Context: an optimization exercise on an open-source flow, tuned for small area. The choices shown serve that exercise and are no tape-out recipe.
Only simulation tests tie the RTL to the original design; equivalence was not proved.

==> run E: inputs <==
Design datapath, start of the top module:
module datapath (
	input  logic                                clk,
	input  logic                                rst_n,
	input  logic [1:0]                          pc_src,
	input  logic [1:0]                          ma_src,
	input  logic [1:0]                          md_src,
	input  logic                                ir_en,
	input  logic                                alu_a_src,
	input  logic                                alu_b_src,
	input  logic [3:0]                          alu_op,
	input  logic                                hilo_en,
	input  logic [2:0]                          rf_src,
	input  logic [datapath_pkg::REG_ADDR_W-1:0] rf_a_addr,
	input  logic [datapath_pkg::REG_ADDR_W-1:0] rf_b_addr,
	input  logic [datapath_pkg::REG_ADDR_W-1:0] rf_z_addr,
	input  logic [datapath_pkg::WORD_W-1:0]     constant_c,
	input  logic [datapath_pkg::WORD_W-1:0]     data_from_memory,
	output logic [datapath_pkg::WORD_W-1:0]     address_to_memory,
	output logic [datapath_pkg::WORD_W-1:0]     data_to_memory,
	output logic [datapath_pkg::WORD_W-1:0]     ir_out
);
==> flow/config.mk <==
export PLATFORM = sky130hd
export DESIGN_NAME = datapath
export DESIGN_NICKNAME = datapath
export VERILOG_FILES = /design/flow/design.v
export SDC_FILE = /design/flow/constraint.sdc
export NUM_CORES = 4
export LEC_CHECK = 0
export CAP_MARGIN = 20
export CORE_MARGIN = 2
export CORE_UTILIZATION = 50
export GPL_TIMING_DRIVEN = 0
export SETUP_SLACK_MARGIN = 0.4
export SLEW_MARGIN = 20
export SYNTH_HIERARCHICAL = 1
==> flow/constraint.sdc <==
create_clock -name core_clock -period 13.0 [get_ports {clk}]
set_input_delay 2.6000 -clock core_clock [delete_from_list [all_inputs] [get_ports {clk}]]
set_output_delay 2.6000 -clock core_clock [all_outputs]
set_load 0.01 [all_outputs]
standard.sh (not shown) runs the stock make flow with config.mk's settings and CLKGATE_MAP_FILE= SYNTH_SCRIPT=/design/flow/synth_recipe.tcl, a recipe that flattens the netlist after the stock synthesis.
==> flow/flow/run.sh <==
#!/bin/bash
# The standard layout with two changes: the port buffers are the
# smallest buffer cell, and after global routing the resizer downsizes gates
# that have slack to spare (ORFS's RECOVER_POWER step). Synthesis is the
# standard one, unchanged. Each step's full output goes to its own log here.
set -euo pipefail
bash standard.sh synth > std_synth.log 2>&1
bash standard.sh "BUFFER_PORTS_ARGS=-buffer_cell sky130_fd_sc_hd__buf_1" RECOVER_POWER=100 finish > std_layout.log 2>&1
==> run K: changes against run E <==
==> flow/run.sh (new file) <==
#!/bin/bash
# synth_recipe.tcl (not shown) runs the flow's synth.tcl, then flattens the netlist and writes it again
# the make line also repeats each setting of config.mk as NAME=value (left out here)
make -C /OpenROAD-flow-scripts/flow DESIGN_CONFIG=/design/flow/config.mk WORK_HOME=/design/flow/orfs CLKGATE_MAP_FILE= SYNTH_SCRIPT=/design/flow/synth_recipe.tcl finish
removed: flow/flow/run.sh
removed: flow/standard.sh
==> comparison table <==
Headroom to the max-slew limit: run K 0.2834; run E -0.8196
Run status: run K timing/DRC/antenna clean; run E finished with violations
Violated checks: run K -; run E capacitance limit, slew limit
Area of combinational cells with multiple inputs: run K 35810 µm²; run E 35390 µm²
Cell Count, Final, Fillers Out: run K 6692; run E 6676
Vias per inst: run K 7.263; run E 7.263
Multi-input combinational area share: run K 0.5218; run E 0.5316
Worst reg2reg path startpoint: run K register_file_i.vld[6]; run E register_file_i.vld[1]
Clock tree cell share of total cell area: run K 0.03224; run E 0.03487
Number of max-cap violations: run K 0; run E 27
Met2 wire length: run K 112.1 mm; run E 111.0 mm
Initial detailed-routing violation count: run K 8452; run E 8649
Critical path data arrival time: run K 12860 ps; run E 12910 ps
Clock buffers: run K 100; run E 90
Maximum number of pins on one net before global-route repair: run K 67; run E 35
Count of TritonRoute iterations in the first routing pass: run K 11; run E 10

---

==> run a <==
datapath, a different RTL version from the one above (not shown whole).
==> module register_file, before the edit <==
module register_file (
	input  logic        clk,
	input  logic        rst_n,
	input  logic [2:0]  rf_src,
	input  logic [3:0]  rf_z_addr,
	input  logic [3:0]  rf_a_addr,
	input  logic [3:0]  rf_b_addr,
	input  logic [31:0] alu_z,
	input  logic [31:0] hi_q,
	input  logic [31:0] lo_q,
	input  logic        hilo_v,
	input  logic [31:0] md_q,
	output logic [31:0] rf_a_data,
	output logic [31:0] rf_b_data
);
	logic [31:0] regs [1:15];
	logic [15:1] vld;
	logic [31:0] wb_data;
	logic        wr_any;
	logic        wr_data;
	logic [3:0] wb_sel;
	assign wb_sel = {rf_src == 3'd4, rf_src == 3'd3, rf_src == 3'd2, rf_src == 3'd1};
	for (genvar k = 0; k < 32; k++) begin : g_wb
		ao4 wb_mux (.s(wb_sel), .d({md_q[k], lo_q[k], hi_q[k], alu_z[k]}), .y(wb_data[k]));
	end
	assign wr_any  = (rf_src != 3'd0);
	assign wr_data = (rf_src == 3'd1) || (rf_src == 3'd4)
		|| (((rf_src == 3'd2) || (rf_src == 3'd3)) && hilo_v);
	for (genvar i = 1; i < 16; i++) begin : g_reg
		always_ff @(posedge clk) begin
			if (wr_data && (rf_z_addr == i)) begin
				regs[i] <= wb_data;
			end
		end
		always_ff @(posedge clk or negedge rst_n) begin
			if (!rst_n) begin
				vld[i] <= 1'b0;
			end else if (wr_any && (rf_z_addr == i)) begin
				vld[i] <= wr_data;
			end
		end
	end
	logic [15:1] sel_a;
	logic [15:1] sel_b;
	rf_dec dec_a (.addr(rf_a_addr), .vld(vld), .sel(sel_a));
	rf_dec dec_b (.addr(rf_b_addr), .vld(vld), .sel(sel_b));
	for (genvar k = 0; k < 32; k++) begin : g_rd
		logic [15:1] col;
		for (genvar i = 1; i < 16; i++) begin : g_col
			assign col[i] = regs[i][k];
		end
		rf_read_bit rd_a (.sel(sel_a), .d(col), .y(rf_a_data[k]));
		rf_read_bit rd_b (.sel(sel_b), .d(col), .y(rf_b_data[k]));
	end
endmodule
export LEC_CHECK = 0
export CAP_MARGIN = 20
export CORE_MARGIN = 2
export CORE_UTILIZATION = 60
export CTS_CLUSTER_DIAMETER = 100
export CTS_CLUSTER_SIZE = 20
export GPL_TIMING_DRIVEN = 0
export SETUP_SLACK_MARGIN = 0.4
export SLEW_MARGIN = 20
export SYNTH_HIERARCHICAL = 1
create_clock -name core_clock -period 13.0 [get_ports {clk}]
==> flow/flow/run.sh <==
#!/bin/bash
# The standard layout with two changes after the standard synthesis
# (which runs unchanged first): the port buffers are the smallest buffer
# cell, and the resizer may not use the large buffers (buf_6 and up) when
# it repairs slew, capacitance and timing. Each step's full output goes to
# its own log here; ORFS's own logs are under orfs/logs.
set -euo pipefail
bash standard.sh synth > std_synth.log 2>&1
du=$(make -s -C "$FLOW_HOME" DESIGN_CONFIG="$PWD/config.mk" WORK_HOME="$PWD/orfs" print-DONT_USE_CELLS | sed 's/^DONT_USE_CELLS: //')
big="sky130_fd_sc_hd__buf_6 sky130_fd_sc_hd__buf_8 sky130_fd_sc_hd__buf_12 sky130_fd_sc_hd__buf_16 sky130_fd_sc_hd__bufbuf_8 sky130_fd_sc_hd__bufbuf_16"
bash standard.sh "DONT_USE_CELLS=$du $big" "BUFFER_PORTS_ARGS=-buffer_cell sky130_fd_sc_hd__buf_1" finish > std_layout.log 2>&1
==> inputs of run b, as changes to run a <==
--- a/flow/design.v
+++ b/flow/design.v
@@ -2026,8 +2026,10 @@
 		end
 	end
-	logic [15:1] sel_a;
-	logic [15:1] sel_b;
-	rf_dec dec_a (.addr(rf_a_addr), .vld(vld), .sel(sel_a));
-	rf_dec dec_b (.addr(rf_b_addr), .vld(vld), .sel(sel_b));
+	logic [15:1] sel_a [0:1];
+	logic [15:1] sel_b [0:1];
+	for (genvar h = 0; h < 2; h++) begin : g_dec
+		rf_dec dec_a (.addr(rf_a_addr), .vld(vld), .sel(sel_a[h]));
+		rf_dec dec_b (.addr(rf_b_addr), .vld(vld), .sel(sel_b[h]));
+	end
 	for (genvar k = 0; k < 32; k++) begin : g_rd
 		logic [15:1] col;
@@ -2035,6 +2037,6 @@
 			assign col[i] = regs[i][k];
 		end
-		rf_read_bit rd_a (.sel(sel_a), .d(col), .y(rf_a_data[k]));
-		rf_read_bit rd_b (.sel(sel_b), .d(col), .y(rf_b_data[k]));
+		rf_read_bit rd_a (.sel(sel_a[k / 16]), .d(col), .y(rf_a_data[k]));
+		rf_read_bit rd_b (.sel(sel_b[k / 16]), .d(col), .y(rf_b_data[k]));
 	end
 endmodule
==> comparison table <==
Run status: run a finished clean; run b finished clean
Worst path arrival time: run a 12810 ps; run b 12900 ps
Startpoint of the most critical setup path: run a rf_b_addr[1]; run b rf_b_addr[0]
Wire length of the first global-routing pass: run a 321 mm; run b 316 mm
Total number of tap cells: run a 1176; run b 1186
Clock latency on the worst-skew pair: run a 610 ps; run b 630 ps
Hold_ws: run a 492 ps; run b 493 ps
Met3 WL: run a 38.2 mm; run b 34.3 mm
Path length in cells of the critical path: run a 31; run b 26
FILL cells: run a 6915; run b 7081
Fraction of final layout cells sized beyond drive strength 1: run a 10.4%; run b 8.96%
Share of cell area taken by multi-input logic gates: run a 58.0%; run b 58.6%
Number of detailed-routing iterations run before antenna repair: run a 11; run b 14
Post-synth cell types: run a 100; run b 96
DP Worst Slack: run a -562 ps; run b -882 ps
Area of the core: run a 0.0903 mm²; run b 0.0912 mm²

## static timing again, ports no longer ideal
The results above use ideal ports. As a check the final layouts listed here were re-extracted and re-timed, cells and wires unchanged.
Step 1: set_driving_cell puts a clkbuf_16 on clk and a buf_2 on each other input, an assumption about the parent block.
Step 2 times the ports against the registers' clock, not the clock port: input delays grow and output delays shrink by t, the midpoint of the rising clock arrivals with the driver on.
Slacks: no drivers / after step 1 / after step 2; pairs: no drivers / after step 1.
run | t, ns | slack for setup (ns) | hold slack, ns | worst setup path after step 2 | pins driven straight from the clock port
run E | 0.678 | 0.494 / 0.524 / -0.154 | 0.479 / 0.479 / 0.479 | input to register | 1
run K | 0.677 | 0.548 / 0.581 / -0.097 | 0.475 / 0.475 / 0.475 | input to register | 1
run a | 0.653 | 0.507 / 0.545 / -0.108 | 0.492 / 0.492 / 0.492 | input to register | 1
run b | 0.679 | 0.401 / 0.407 / -0.273 | 0.493 / 0.493 / 0.493 | input to register | 1
The setup slack of run b, which loses most, moves by +0.006 ns with the drivers and by -0.674 ns with both steps.
